Source: an optimization exercise on an open RTL-to-GDS flow (aim: small area and a short achievable clock period). Production flows keep margins and buffers that such runs may drop. RTL that was checked went through simulation tests only; none was proved equivalent to the original. Power figures rest on the tool's default switching activity, not on a simulated workload.

## conv3x3_pe
module conv3x3_pe #(
    parameter int SHIFT = 4,
    parameter int ACC_W = 21
) (
    input  logic         clk,
    input  logic         rst,
    input  logic [7:0]   p00,
    input  logic [7:0]   p01,
    input  logic [7:0]   p02,
    input  logic [7:0]   p10,
    input  logic [7:0]   p11,
    input  logic [7:0]   p12,
    input  logic [7:0]   p20,
    input  logic [7:0]   p21,
    input  logic [7:0]   p22,
    input  logic         window_valid,
    input  logic         w_load,
    input  logic [3:0]   w_idx,
    input  logic [7:0]   w_data,
    output logic [7:0]   out_pixel,
    output logic         out_valid,
    output logic [15:0]  out_count
);
Settings: LEC_CHECK=0, ABC_CLOCK_PERIOD_IN_PS=2000, CAP_MARGIN=20, CORE_MARGIN=2, CORE_UTILIZATION=40, SETUP_SLACK_MARGIN=1.8, SLEW_MARGIN=20, SYNTH_HIERARCHICAL=1, SYNTH_MINIMUM_KEEP_SIZE=0; clock period 5.5 ns.
standard.sh (not shown) runs the stock make flow with config.mk's settings and CLKGATE_MAP_FILE= SYNTH_SCRIPT=/design/flow/synth_recipe.tcl, a recipe that flattens the netlist after the stock synthesis.
==> flow/flow/run.sh <==
#!/bin/bash
# Own flow: the standard layout (standard.sh: the standard synthesis and
# ORFS steps, unchanged), except that the port buffers buffer_ports inserts
# during global placement are plain buf_1 cells instead of the default pick.
set -euo pipefail
export BUFFER_PORTS_ARGS="-buffer_cell sky130_fd_sc_hd__buf_1"
bash standard.sh > standard_flow.log 2>&1
Edit:
--- a/flow/design.v
+++ b/flow/design.v
@@ -783,44 +783,40 @@
     assign acc_a = {1'b1, t1120, t1121, t1117, t1113, t1102, t1094, t1082, t1070, t1069, t1044, t1034, t1026, t1020, t1017, r2_q[11], r2_q[6], r2_q[4], r2_q[2], r2_q[0]};
     assign acc_b = {1'b0, t1122, 1'b0, 1'b0, 1'b0, t1107, t1101, t1093, t1081, 1'b0, t1055, t1043, t1033, t1025, t1019, t1015, r2_q[7], r2_q[5], r2_q[3], r2_q[1]};
     logic [19:0] na, nb;
     logic [11:0] lo;
     logic [6:0]  lo_q;
     logic        c11_q;
-    logic [8:0]  ht_q;
-    logic [7:0]  hu_q, hw_q;
-    logic [8:0]  cy;
+    logic [8:0]  hx_q, hy_q, ht, hs;
     logic        zz, mm, ok;
     assign na = ~acc_a;
     assign nb = ~acc_b;
     assign lo = {1'b0, na[10:0]} + {1'b0, nb[10:0]};
     always_ff @(posedge clk) begin
         if (rst) begin
             lo_q  <= '0;
             c11_q <= 1'b0;
-            ht_q  <= '0;
-            hu_q  <= '0;
-            hw_q  <= '0;
+            hx_q  <= '0;
+            hy_q  <= '0;
             cnt_q <= '0;
         end else if (v2_q) begin
             lo_q  <= lo[10:4];
             c11_q <= lo[11];
-            ht_q  <= na[19:11] ^ nb[19:11];
-            hu_q  <= na[18:11] | nb[18:11];
-            hw_q  <= na[18:11] & nb[18:11];
+            hx_q  <= na[19:11];
+            hy_q  <= nb[19:11];
             cnt_q <= cnt_q + 16'd1;
         end
     end
-    assign zz = &(ht_q ~^ {hu_q, c11_q});
-    assign mm = &(ht_q ^ {hw_q, c11_q});
+    assign ht = hx_q ^ hy_q;
+    assign zz = &(ht ~^ {hx_q[7:0] | hy_q[7:0], c11_q});
+    assign mm = &(ht ^ {hx_q[7:0] & hy_q[7:0], c11_q});
     assign ok = zz || mm;
-    always_comb begin
-        cy[0] = c11_q;
-        for (int i = 0; i < 8; i++) cy[i+1] = hw_q[i] | (ht_q[i] & cy[i]);
-    end
-    assign out_pixel = ok ? {ht_q[0] ^ c11_q, lo_q} : ((ht_q[8] ^ cy[8]) ? 8'h80 : 8'h7f);
+    logic [9:0] hsum;
+    assign hsum = {hx_q, 1'b1} + {hy_q, c11_q};
+    assign hs = hsum[9:1];
+    assign out_pixel = ok ? {hs[0], lo_q} : (hs[8] ? 8'h80 : 8'h7f);
     assign out_valid = v3_q;
     assign out_count = cnt_q;
 endmodule
 module csa_fa (
     input  logic a,
     input  logic b,
=> Fmax climbs by 0.34%; non-clock buffer count increases by 2; final area barely changes; sequential share of layout area went down by 0.47 points; clock-buffer cell count shrinks by 4.
No functional check of the RTL was part of any run of this note.

* * *

== purple ==
Another version of the RTL of conv3x3_pe (not shown whole).
For scale: roughly 290 flip-flops, ~110 I/O pins, about 0.023 mm2 of cells after synthesis.
Design conv3x3_pe, start of the top module:
module conv3x3_pe #(
    parameter int SHIFT = 4,
    parameter int ACC_W = 21
) (
    input  logic         clk,
    input  logic         rst,
    input  logic [7:0]   p00,
    input  logic [7:0]   p01,
    input  logic [7:0]   p02,
    input  logic [7:0]   p10,
    input  logic [7:0]   p11,
    input  logic [7:0]   p12,
    input  logic [7:0]   p20,
    input  logic [7:0]   p21,
    input  logic [7:0]   p22,
    input  logic         window_valid,
    input  logic         w_load,
    input  logic [3:0]   w_idx,
    input  logic [7:0]   w_data,
    output logic [7:0]   out_pixel,
    output logic         out_valid,
    output logic [15:0]  out_count
);
export LEC_CHECK = 0
export ABC_CLOCK_PERIOD_IN_PS = 2000
export CAP_MARGIN = 20
export CORE_MARGIN = 2
export CORE_UTILIZATION = 40
export SETUP_SLACK_MARGIN = 1.4
export SLEW_MARGIN = 20
export SYNTH_HIERARCHICAL = 1
export SYNTH_MINIMUM_KEEP_SIZE = 0
create_clock -name core_clock -period 5.5 [get_ports {clk}]
Scripts as last shown in full above: flow/flow/run.sh
purple went all the way through the flow, and no timing, DRC or antenna check failed.
For blue, these inputs were changed with respect to purple:
--- a/flow/design.v
+++ b/flow/design.v
@@ -791,21 +791,12 @@
     logic        ok, sg, b11;
     assign na = ~acc_a;
     assign nb = ~acc_b;
     assign lo = {1'b0, na[10:0]} + {1'b0, nb[10:0]};
     assign h0 = na[19:11] + nb[19:11];
     assign h1 = {na[19:11], 1'b1} + {nb[19:11], 1'b1};
-    logic [8:0] hx, hy, ht;
-    logic       z0, z1, m0, m1;
-    assign hx = na[19:11];
-    assign hy = nb[19:11];
-    assign ht = hx ^ hy;
-    assign z0 = &(ht[8:1] ~^ (hx[7:0] | hy[7:0])) && !ht[0];
-    assign z1 = &(ht[8:1] ~^ (hx[7:0] | hy[7:0])) &&  ht[0];
-    assign m0 = &(ht[8:1] ^ (hx[7:0] & hy[7:0])) &&  ht[0];
-    assign m1 = &(ht[8:1] ^ (hx[7:0] & hy[7:0])) && !ht[0];
     always_ff @(posedge clk) begin
         if (rst) begin
             lo_q  <= '0;
             c11_q <= 1'b0;
             ok0_q <= 1'b1;
             ok1_q <= 1'b1;
@@ -814,14 +805,14 @@
             b0_q  <= 1'b0;
             b1_q  <= 1'b0;
             cnt_q <= '0;
         end else if (v2_q) begin
             lo_q  <= lo[10:4];
             c11_q <= lo[11];
-            ok0_q <= z0 || m0;
-            ok1_q <= z1 || m1;
+            ok0_q <= (h0 == 9'h000) || (h0 == 9'h1ff);
+            ok1_q <= (h1[9:1] == 9'h000) || (h1[9:1] == 9'h1ff);
             sg0_q <= h0[8];
             sg1_q <= h1[9];
             b0_q  <= h0[0];
             b1_q  <= h1[1];
             cnt_q <= cnt_q + 16'd1;
         end
Notes after the runs:
- Going from purple to blue, combinational power grows by 63%.
- Of blue and purple, it is blue that has the higher global-route track usage on met3.
- blue vs. purple: fraction of area in registers ~0 delta; routed wire length moved up; clock power share went down 8.3 points; hold slack lower; combinational share of power picked up an extra 13 points.
- Between blue and purple, first-pass GRT wire length is lower for purple, blue comes in above that.
- Compared with purple, in blue width of the chip flat; core area flat; number of standard cells in the layout, taps in and fillers out up 9.
Function was not checked in any run of this note: the RTL went through the layout flow alone.

* * *

Another version of the RTL of conv3x3_pe (not shown whole).
For scale: ~340 flip-flops, roughly 110 I/O pins, ~0.023 sq mm of cells after synthesis.
==> flow/design.v (excerpt) <==
module conv3x3_pe #(
    parameter int SHIFT = 4,
    parameter int ACC_W = 21
) (
    input  logic         clk,
    input  logic         rst,
    input  logic [7:0]   p00,
    input  logic [7:0]   p01,
    input  logic [7:0]   p02,
    input  logic [7:0]   p10,
    input  logic [7:0]   p11,
    input  logic [7:0]   p12,
    input  logic [7:0]   p20,
    input  logic [7:0]   p21,
    input  logic [7:0]   p22,
    input  logic         window_valid,
    input  logic         w_load,
    input  logic [3:0]   w_idx,
    input  logic [7:0]   w_data,
    output logic [7:0]   out_pixel,
    output logic         out_valid,
    output logic [15:0]  out_count
);
    logic [7:0]  px_q [0:8];
    logic [11:0] kb_q [0:8];
    logic [7:0]  bias_q;
    logic [11:0] wenc;
    logic        v1_q, v2_q, v3_q;
    logic        wl_q;
    logic [3:0]  wi_q;
    logic [7:0]  wd_q;
    logic [88:0] r2_q;
    logic [19:0] acc_a, acc_b;
    logic [15:0] cnt_q;
    logic t1, t2, t3, t4, t5, t6, t7, t8, t9, t10, t11, t12, t13, t14, t15, t16;
    logic t17, t18, t19, t20, t21, t22, t23, t24, t25, t26, t27, t28, t29, t30, t31, t32;
    logic t33, t34, t35, t36, t37, t38, t39, t40, t41, t42, t43, t44, t45, t46, t47, t48;
    logic t49, t50, t51, t52, t53, t54, t55, t56, t57, t58, t59, t60, t61, t62, t63, t64;
    logic t65, t66, t67, t68, t69, t70, t71, t72, t73, t74, t75, t76, t77, t78, t79, t80;
    logic t81, t82, t83, t84, t85, t86, t87, t88, t89, t90, t91, t92, t93, t94, t95, t96;
    logic t97, t98, t99, t100, t101, t102, t103, t104, t105, t106, t107, t108, t109, t110, t111, t112;
    logic t113, t114, t115, t116, t117, t118, t119, t120, t121, t122, t123, t124, t125, t126, t127, t128;
    logic t129, t130, t131, t132, t133, t134, t135, t136, t137, t138, t139, t140, t141, t142, t143, t144;
    logic t145, t146, t147, t148, t149, t150, t151, t152, t153, t154, t155, t156, t157, t158, t159, t160;
  ...
Settings: LEC_CHECK=0, ABC_CLOCK_PERIOD_IN_PS=2000, CAP_MARGIN=20, CORE_MARGIN=2, CORE_UTILIZATION=55, CTS_CLUSTER_DIAMETER=130, CTS_CLUSTER_SIZE=24, PLACE_DENSITY=0.7, SETUP_SLACK_MARGIN=2.3, SLEW_MARGIN=20, SYNTH_HIERARCHICAL=1, SYNTH_MINIMUM_KEEP_SIZE=0; clock period 5.5 ns.
Scripts as last shown in full above: flow/flow/run.sh
The baseline finished with timing, DRC and antenna clean.
==> next run, changes <==
--- a/flow/design.v
+++ b/flow/design.v
@@ -106,25 +106,26 @@
             b1 = wd_q[2*m+1];
             b0 = wd_q[2*m];
             bm = (m == 0) ? 1'b0 : wd_q[2*m-1];
             wenc[3*m]   = b0 ^ bm;
             wenc[3*m+1] = (b1 & ~b0 & ~bm) | (~b1 & b0 & bm);
             wenc[3*m+2] = b1 & ~(b0 & bm);
         end
     end
-    logic [11:0] wenc_r, wenc_r4;
-    logic [7:0]  wd_r;
-    assign wenc_r  = rst ? 12'h000 : wenc;
-    assign wenc_r4 = rst ? 12'h040 : wenc;
-    assign wd_r    = rst ? 8'h00 : wd_q;
     always_ff @(posedge clk) begin
-        for (int i = 0; i < 9; i++)
-            if (rst || (wl_q && wi_q == 4'(i))) kb_q[i] <= (i == 4) ? wenc_r4 : wenc_r;
-        if (rst || (wl_q && wi_q == 4'd9)) bias_q <= wd_r;
+        if (rst) begin
+            for (int i = 0; i < 9; i++) kb_q[i] <= '0;
+            kb_q[4] <= 12'h040;
+            bias_q  <= '0;
+        end else begin
+            for (int i = 0; i < 9; i++)
+                if (wl_q && wi_q == 4'(i)) kb_q[i] <= wenc;
+            if (wl_q && wi_q == 4'd9) bias_q <= wd_q;
+        end
     end
     csa_fa u_t1 (.a(kb_q[0][2]), .b(kb_q[1][2]), .c(kb_q[2][2]), .s(t1), .co(t2));
     csa_fa u_t3 (.a(kb_q[3][2]), .b(kb_q[4][2]), .c(kb_q[5][2]), .s(t3), .co(t4));
     csa_fa u_t5 (.a(kb_q[6][2]), .b(kb_q[7][2]), .c(kb_q[8][2]), .s(t5), .co(t6));
     csa_fa u_t7 (.a(bias_q[0]), .b((((kb_q[0][0] & px_q[0][0])) ^ kb_q[0][2])), .c((((kb_q[1][0] & px_q[1][0])) ^ kb_q[1][2])), .s(t7), .co(t8));
     csa_fa u_t9 (.a((((kb_q[2][0] & px_q[2][0])) ^ kb_q[2][2])), .b((((kb_q[3][0] & px_q[3][0])) ^ kb_q[3][2])), .c((((kb_q[4][0] & px_q[4][0])) ^ kb_q[4][2])), .s(t9), .co(t10));
     csa_fa u_t11 (.a((((kb_q[5][0] & px_q[5][0])) ^ kb_q[5][2])), .b((((kb_q[6][0] & px_q[6][0])) ^ kb_q[6][2])), .c((((kb_q[7][0] & px_q[7][0])) ^ kb_q[7][2])), .s(t11), .co(t12));
     csa_fa u_t13 (.a((((kb_q[8][0] & px_q[8][0])) ^ kb_q[8][2])), .b(t1), .c(t3), .s(t13), .co(t14));
What happened: The changed run finished with timing, DRC and antenna clean; global-route usage barely changes; worst setup slack gets better by 0.081 ns; utilization went down by 1.9 points; wire length went up by 2.3%; final area went down by 2.7%; worst hold slack gets worse by 0.010 ns; sequential share of layout area went down by 3.1 points; synthesized area went up by 1.3%; non-clock buffer count went down by 71; sequential cell count does not change; cell count went up by 7.2%; combinational power went down by 91%; maximum frequency went up by 2.6%; die area went up by 1.3%.
Only the layout flow was run in the first run of this note; the RTL was not checked for function there.

* * *

Setup of the reference run:
conv3x3_pe with an RTL version that a note above also has.
Size: about 2200 cells after synthesis, roughly 340 flip-flops, roughly 110 I/O pins, roughly 24000 sq um of cells after synthesis.
export LEC_CHECK = 0
export ABC_CLOCK_PERIOD_IN_PS = 2000
export CAP_MARGIN = 20
export CORE_MARGIN = 2
export CORE_UTILIZATION = 55
export CTS_CLUSTER_DIAMETER = 120
export CTS_CLUSTER_SIZE = 20
export PLACE_DENSITY = 0.7
export SETUP_SLACK_MARGIN = 2.1
export SLEW_MARGIN = 20
export SYNTH_HIERARCHICAL = 1
export SYNTH_MINIMUM_KEEP_SIZE = 0
create_clock -name core_clock -period 5.5 [get_ports {clk}]
Scripts as last shown in full above: flow/flow/run.sh
> inputs changed (the reference run -> the trial run)
diff --git a/flow/design.v b/flow/design.v
--- a/flow/design.v
+++ b/flow/design.v
@@ -596,44 +596,40 @@
     assign acc_a = {1'b1, r2_q[88], t759, t756, t750, t744, t736, t726, t714, t713, t688, t687, t666, t665, t657, t649, t643, t639, r2_q[1], r2_q[0]};
     assign acc_b = {1'b0, t760, 1'b0, t757, t755, t749, t743, t735, t725, 1'b0, t699, 1'b0, t675, 1'b0, 1'b0, 1'b0, 1'b0, 1'b0, 1'b0, 1'b0};
     logic [19:0] na, nb;
     logic [11:0] lo;
     logic [6:0]  lo_q;
     logic        c11_q;
-    logic [8:0]  ht_q;
-    logic [7:0]  hu_q, hw_q;
-    logic [8:0]  cy;
+    logic [8:0]  hx_q, hy_q, ht, hs;
     logic        zz, mm, ok;
     assign na = acc_a;
     assign nb = acc_b;
     assign lo = {1'b0, na[10:0]} + {1'b0, nb[10:0]};
     always_ff @(posedge clk) begin
         if (rst) begin
             lo_q  <= '0;
             c11_q <= 1'b0;
-            ht_q  <= '0;
-            hu_q  <= '0;
-            hw_q  <= '0;
+            hx_q  <= '0;
+            hy_q  <= '0;
             cnt_q <= '0;
         end else if (v2_q) begin
             lo_q  <= lo[10:4];
             c11_q <= lo[11];
-            ht_q  <= na[19:11] ^ nb[19:11];
-            hu_q  <= na[18:11] | nb[18:11];
-            hw_q  <= na[18:11] & nb[18:11];
+            hx_q  <= na[19:11];
+            hy_q  <= nb[19:11];
             cnt_q <= cnt_q + 16'd1;
         end
     end
-    assign zz = &(ht_q ~^ {hu_q, c11_q});
-    assign mm = &(ht_q ^ {hw_q, c11_q});
+    assign ht = hx_q ^ hy_q;
+    assign zz = &(ht ~^ {hx_q[7:0] | hy_q[7:0], c11_q});
+    assign mm = &(ht ^ {hx_q[7:0] & hy_q[7:0], c11_q});
     assign ok = zz || mm;
-    always_comb begin
-        cy[0] = c11_q;
-        for (int i = 0; i < 8; i++) cy[i+1] = hw_q[i] | (ht_q[i] & cy[i]);
-    end
-    assign out_pixel = ok ? {ht_q[0] ^ c11_q, lo_q} : ((ht_q[8] ^ cy[8]) ? 8'h80 : 8'h7f);
+    logic [9:0] hsum;
+    assign hsum = {hx_q, 1'b1} + {hy_q, c11_q};
+    assign hs = hsum[9:1];
+    assign out_pixel = ok ? {hs[0], lo_q} : (hs[8] ? 8'h80 : 8'h7f);
     assign out_valid = v3_q;
     assign out_count = cnt_q;
 endmodule
 module csa_fa (
     input  logic a,
     input  logic b,
The count of plain and timing-repair buffers in the layout in the trial run was higher than what the reference run gave. [compare] base=the reference run new=the trial run: area of all placed cells without fillers held steady, number of clock buffer instances in the layout -1, instance count after placement with tap cells included lower. In the metrics for the trial run and the reference run, the one carrying the lower sequential share of layout area is the trial run. A launching element of the worst setup path of r2_q[5] is what the reference run shows, while hx_q[5] belongs to the trial run. On portion of the layout cell area used by non-clock buffers: the trial run sits above the reference run.
No functional check of the RTL was part of the trial run.

[separate check: timing with driven ports]
The results above use ideal ports. As a check the final layouts listed here were re-extracted and re-timed, cells and wires unchanged. Step 1: set_driving_cell puts a clkbuf_16 on clk and a buf_2 on each other input, an assumption about the parent block. Step 2 adds t to the input delays and takes it off the output delays; t is the mean of the earliest and latest rising clock arrival at the registers after step 1. Input paths then give back, and output paths get back, about the clock's delay inside the block. Three values: ideal, step 1, step 2; two values: the first two.
| run | shift t [ns] | setup slack, ns | worst setup path after step 2 | worst register clock-pin slew, ns |
|---|---|---|---|---|
| the first run of note 1 | 0.615 | 1.821 / 1.821 / 1.821 | register to register | 0.06 / 0.06 |
| the second run of note 1 | 0.613 | 1.833 / 1.778 / 1.846 | register to register | 0.07 / 0.07 |
| purple | 0.610 | 1.275 / 1.275 / 1.275 | register to register | 0.06 / 0.06 |
| blue | 0.605 | 1.077 / 1.077 / 1.077 | register to register | 0.07 / 0.07 |
| the first run of note 3 | 0.601 | 2.231 / 2.231 / 2.231 | register to register | 0.11 / 0.11 |
| the second run of note 3 | 0.593 | 2.312 / 2.264 / 2.312 | register to register | 0.11 / 0.11 |
| the reference run | 0.610 | 2.167 / 2.167 / 2.167 | register to register | 0.10 / 0.10 |
| the trial run | 0.607 | 1.961 / 1.902 / 2.163 | register to register | 0.10 / 0.10 |
After both steps every run listed still meets setup and hold.
